This design comes from an exercise in tuning for small area on the open sky130 flow, not from production work. In this exercise RTL edits were held to simulation tests only and were not proved equivalent to the original. The clock port is modelled as an ideal driver; clocking choices that lean on that would not hold on a real chip. No activity file was given, so power comes from the tool's default toggle rates.

==> inputs of v22 <==
==> flow/design.v <==
`default_nettype none
module conv_window_gen #(
  parameter int DATA_WIDTH    = 12,
  parameter int FILTER_WIDTH  = 5,
  parameter int INPUT_WIDTH   = 32,
  parameter int INPUT_HEIGTH  = 32,
  parameter int OUTPUT_WIDTH  = INPUT_WIDTH - FILTER_WIDTH + 1,
  parameter int OUTPUT_HEIGTH = INPUT_HEIGTH - FILTER_WIDTH + 1
) (
  input  logic                                            clk,
  input  logic                                            rst_n,
  input  logic                                            in_valid,
  output logic                                            in_ready,
  input  logic signed [DATA_WIDTH-1:0]                    in_pixel,
  output logic                                            win_valid,
  input  logic                                            win_ready,
  output logic [FILTER_WIDTH*FILTER_WIDTH*DATA_WIDTH-1:0] win_data,
  output logic [$clog2(OUTPUT_HEIGTH)-1:0]                win_row,
  output logic [$clog2(OUTPUT_WIDTH)-1:0]                 win_col,
  output logic                                            frame_done
);
  localparam int c_col_w = $clog2(INPUT_WIDTH);
  localparam int c_row_w = $clog2(INPUT_HEIGTH);
  localparam int c_len   = (FILTER_WIDTH - 1) * INPUT_WIDTH + FILTER_WIDTH;
  localparam int c_off   = FILTER_WIDTH - 1;
  logic                  r_started;
  logic                  r_win_valid;
  logic [c_row_w-1:0]    r_row;
  logic [c_col_w-1:0]    r_col;
  logic [DATA_WIDTH-1:0] r_chain [c_len];
  logic               w_accept;
  logic               w_col_last;
  logic [c_row_w-1:0] w_row_nxt;
  logic [c_col_w-1:0] w_col_nxt;
  logic               w_emit;
  assign in_ready   = r_started && !(r_win_valid && !win_ready);
  assign w_accept   = in_valid && in_ready;
  assign w_col_last = (r_col == c_col_w'(INPUT_WIDTH - 1 - c_off));
  assign w_col_nxt  = w_col_last ? c_col_w'(-c_off) : r_col + 1'b1;
  assign w_row_nxt  = !w_col_last ? r_row :
                      (r_row == c_row_w'(INPUT_HEIGTH - 1 - c_off)) ? c_row_w'(-c_off) :
                      r_row + 1'b1;
  assign w_emit     = (w_col_nxt < c_col_w'(INPUT_WIDTH - c_off)) &&
                      (w_row_nxt < c_row_w'(INPUT_HEIGTH - c_off));
  assign win_valid  = r_win_valid;
  assign win_row    = r_row;
  assign win_col    = r_col;
  assign frame_done = (r_row == c_row_w'(INPUT_HEIGTH - 1 - c_off)) && w_col_last;
  always_ff @(posedge clk or negedge rst_n) begin
    if (!rst_n) begin
      r_started   <= 1'b0;
      r_win_valid <= 1'b0;
      r_row       <= c_row_w'(INPUT_HEIGTH - 1 - c_off);
      r_col       <= c_col_w'(INPUT_WIDTH - 1 - c_off);
    end else begin
      r_started <= 1'b1;
      if (w_accept) begin
        r_row       <= w_row_nxt;
        r_col       <= w_col_nxt;
        r_win_valid <= w_emit;
      end else if (win_ready) begin
        r_win_valid <= 1'b0;
      end
    end
  end
  always_ff @(posedge clk) begin
    if (w_accept) begin
      r_chain[0] <= in_pixel;
      for (int k = 1; k < c_len; k++) begin
        r_chain[k] <= r_chain[k-1];
      end
    end
  end
  for (genvar i = 0; i < FILTER_WIDTH; i++) begin : g_row
    for (genvar j = 0; j < FILTER_WIDTH; j++) begin : g_col
      assign win_data[(i*FILTER_WIDTH+j)*DATA_WIDTH +: DATA_WIDTH] =
        r_chain[(FILTER_WIDTH-1-i)*INPUT_WIDTH + (FILTER_WIDTH-1-j)];
    end
  end
endmodule
`default_nettype wire
==> flow/flow/run.sh <==
#!/bin/bash
# Standard ORFS layout with two changes: port buffers use the smallest
# buffer, and CTS builds larger sink clusters without dummy loads.
set -euo pipefail
export BUFFER_PORTS_ARGS="-buffer_cell sky130_fd_sc_hd__buf_1"
export CTS_ARGS="-sink_clustering_enable -repair_clock_nets -dont_use_dummy_load -sink_clustering_size 30 -sink_clustering_max_diameter 100"
bash standard.sh > standard_flow.log 2>&1
==> flow/standard.sh <==
#!/bin/bash
# synth_recipe.tcl (not shown) runs the flow's synth.tcl, then flattens the netlist and writes it again
# the make line also repeats each setting of config.mk as NAME=value (left out here)
make -C /OpenROAD-flow-scripts/flow DESIGN_CONFIG=/design/flow/config.mk WORK_HOME=/design/flow/orfs CLKGATE_MAP_FILE= SYNTH_SCRIPT=/design/flow/synth_recipe.tcl "${@:-finish}"
==> flow/config.mk <==
export PLATFORM = sky130hd
export DESIGN_NAME = conv_window_gen
export DESIGN_NICKNAME = conv_window_gen
export VERILOG_FILES = /design/flow/design.v
export SDC_FILE = /design/flow/constraint.sdc
export NUM_CORES = 4
export LEC_CHECK = 0
export CAP_MARGIN = 20
export CORE_MARGIN = 2
export CORE_UTILIZATION = 72
export PLACE_DENSITY = 0.82
export SLEW_MARGIN = 20
==> flow/constraint.sdc <==
create_clock -name core_clock -period 8.0 [get_ports {clk}]
set_input_delay 1.6000 -clock core_clock [delete_from_list [all_inputs] [get_ports {clk}]]
set_output_delay 1.6000 -clock core_clock [all_outputs]
set_load 0.01 [all_outputs]
==> v23 (differences from v22) <==
--- a/flow/config.mk
+++ b/flow/config.mk
@@ -8,5 +8,4 @@
 export CAP_MARGIN = 20
 export CORE_MARGIN = 2
-export CORE_UTILIZATION = 72
-export PLACE_DENSITY = 0.82
+export CORE_UTILIZATION = 40
 export SLEW_MARGIN = 20
==> v35 (differences from v22) <==
==> flow/flow/run.sh (replaced) <==
#!/bin/bash
# Standard ORFS layout with three changes: port buffers use the smallest
# buffer; CTS builds sink clusters of clkbuf_8 without dummy loads; and after
# CTS each clock buffer is resized to the smallest clkbuf that keeps every
# flip-flop clock pin's slew under a target (flow/clk_downsize.tcl).
set -euo pipefail
here=$(pwd)
res=$here/orfs/results/$FLOW_PLATFORM/conv_window_gen/base
export BUFFER_PORTS_ARGS="-buffer_cell sky130_fd_sc_hd__buf_1"
export CTS_ARGS="-sink_clustering_enable -repair_clock_nets -dont_use_dummy_load -sink_clustering_size 20 -sink_clustering_max_diameter 60 -buf_list sky130_fd_sc_hd__clkbuf_8"
bash standard.sh cts > standard_flow_to_cts.log 2>&1
LIB=$FLOW_HOME/platforms/$FLOW_PLATFORM/lib/sky130_fd_sc_hd__tt_025C_1v80.lib \
RC_TCL=$FLOW_HOME/platforms/$FLOW_PLATFORM/setRC.tcl \
IN_ODB=$res/4_1_cts.odb IN_SDC=$res/4_cts.sdc OUT_ODB=$res/4_1_cts.odb \
CLK_SLEW_TARGET=0.118 \
  openroad -no_init -exit $here/flow/clk_downsize.tcl > clk_downsize.log 2>&1
bash standard.sh finish > standard_flow_finish.log 2>&1
==> flow/flow/clk_downsize.tcl (new file) <==
# Shrink clock-tree buffers while every flip-flop clock pin keeps its slew
# under a target (placement-estimated parasitics).
read_liberty $::env(LIB)
read_db $::env(IN_ODB)
read_sdc $::env(IN_SDC)
source $::env(RC_TCL)
set_propagated_clock [all_clocks]
set target $::env(CLK_SLEW_TARGET)
set sizes {sky130_fd_sc_hd__clkbuf_1 sky130_fd_sc_hd__clkbuf_2 sky130_fd_sc_hd__clkbuf_4 sky130_fd_sc_hd__clkbuf_8 sky130_fd_sc_hd__clkbuf_16}
set ck_pins [get_pins -of_objects [all_registers] -filter "is_clock==1"]
proc max_slew {} {
  global ck_pins
  set mx 0
  foreach p $ck_pins {
    set s [expr max([get_property $p slew_max_rise],[get_property $p slew_max_fall])]
    if {$s > $mx} {set mx $s}
  }
  return $mx
}
proc area_of {m} { return [get_property [get_lib_cells */$m] area] }
estimate_parasitics -placement
set start [max_slew]
puts "clk_downsize: start max slew $start target $target"
set bufs {}
foreach inst [get_cells *] {
  set m [get_property $inst ref_name]
  if {[lsearch $sizes $m] >= 0} { lappend bufs [get_full_name $inst] }
}
set saved 0
set total 0
foreach b $bufs { set total [expr $total + [area_of [get_property [get_cells $b] ref_name]]] }
puts "clk_downsize: clock buffer area [llength $bufs] cells $total"
# Upsize the driver of the worst pin until the target is met.
set guard 0
while {[max_slew] > $target && $guard < 200} {
  incr guard
  set worst ""; set mx 0
  foreach p $ck_pins {
    set s [expr max([get_property $p slew_max_rise],[get_property $p slew_max_fall])]
    if {$s > $mx} {set mx $s; set worst $p}
  }
  set net [get_nets -of_objects $worst]
  set drv ""
  foreach pin [get_pins -of_objects $net] {
    if {[get_property $pin direction] == "output"} { set drv [get_cells -of_objects $pin] }
  }
  if {$drv == ""} { break }
  set cur [get_property $drv ref_name]
  set ci [lsearch $sizes $cur]
  if {$ci < 0 || $ci == [expr [llength $sizes] - 1]} { puts "clk_downsize: cannot upsize [get_full_name $drv]"; break }
  replace_cell $drv [lindex $sizes [expr $ci + 1]]
  set saved [expr $saved + [area_of $cur] - [area_of [lindex $sizes [expr $ci + 1]]]]
  estimate_parasitics -placement
}
puts "clk_downsize: after upsizing max slew [max_slew]"
# Leaves first (highest fanout to registers), then the upper tree.
foreach b $bufs {
  set inst [get_cells $b]
  set cur [get_property $inst ref_name]
  set ci [lsearch $sizes $cur]
  set best $cur
  for {set i [expr $ci - 1]} {$i >= 0} {incr i -1} {
    set m [lindex $sizes $i]
    replace_cell $inst $m
    estimate_parasitics -placement
    if {[max_slew] <= $target} { set best $m } else { break }
  }
  replace_cell $inst $best
  set saved [expr $saved + [area_of $cur] - [area_of $best]]
}
estimate_parasitics -placement
puts "clk_downsize: end max slew [max_slew], area saved $saved"
write_db $::env(OUT_ODB)
--- a/flow/config.mk
+++ b/flow/config.mk
@@ -8,5 +8,5 @@
 export CAP_MARGIN = 20
 export CORE_MARGIN = 2
-export CORE_UTILIZATION = 72
-export PLACE_DENSITY = 0.82
+export CORE_UTILIZATION = 75
+export PLACE_DENSITY = 0.85
 export SLEW_MARGIN = 20
==> qor summary <==
| quantity | v35 | v23 | v22 |
|---|---|---|---|
| Clock-pin slew on the worst setup and hold paths | 0.12 ns | 0.10 ns | 0.11 ns |
| Category of the critical setup timing path | flip-flop to output pin | input pin to output pin | input pin to output pin |
| 1st-pass router iterations | 5 | 5 | 6 |
| Number of vias per cell | 5.69 | 4.47 | 5.75 |
| Reported clock group power | 3.12 mW | 3.74 mW | 3.51 mW |
| Outcome | timing/DRC/antenna clean | timing/DRC/antenna clean | timing/DRC/antenna clean |
| Minimum clock period | 4.53 ns | 3.74 ns | 3.77 ns |
| Number of cells in the finished layout apart from fillers | 2,959 | 3,685 | 2,935 |
| Routed WL | 66,600 um | 58,700 um | 67,600 um |
| Vias in the first global route | 16,100 | 16,000 | 16,300 |
| Fraction of the cycle the final worst path needs | 0.566 | 0.467 | 0.471 |
| Non-clock buffer instance count of the final layout | 358 | 351 | 347 |
| Fraction of power spent switching nets | 0.190 | 0.186 | 0.188 |
| Max Clock Freq | 0.221 GHz | 0.267 GHz | 0.266 GHz |
| Met2 track demand over resource in global routing | 0.290 | 0.130 | 0.311 |
| Area of all placed cells without fillers | 52,400 um^2 | 53,800 um^2 | 52,600 um^2 |
| Multi-input logic portion of the cell area | 0.00589 | 0.00575 | 0.00587 |

-- separate check: timing with driven ports --
No port has a modelled driver above. Below, the same layouts with a new extraction and two added sets of constraints.
Step 1 assumes that a clkbuf_16 drives the clock port and a buf_2 every other input.
Step 2 also shifts input and output timing later by t, the mid clock arrival at the registers, as if the neighbouring blocks saw the same clock.
Slacks: no drivers / after step 1 / after step 2; pairs: no drivers / after step 1.
run	t (ns)	setup slack, ns	hold slack, ns
v22	0.709	4.235 / 4.207 / 3.886	0.406 / 0.406 / 0.406
v23	0.688	4.260 / 4.240 / 4.063	0.356 / 0.356 / 0.356
v35	1.553	3.472 / 3.409 / 3.745	0.175 / 0.175 / 0.175
After both steps every run listed still meets setup and hold. The setup slack of v22, which loses most, moves by -0.028 ns with the drivers and by -0.349 ns with both steps.
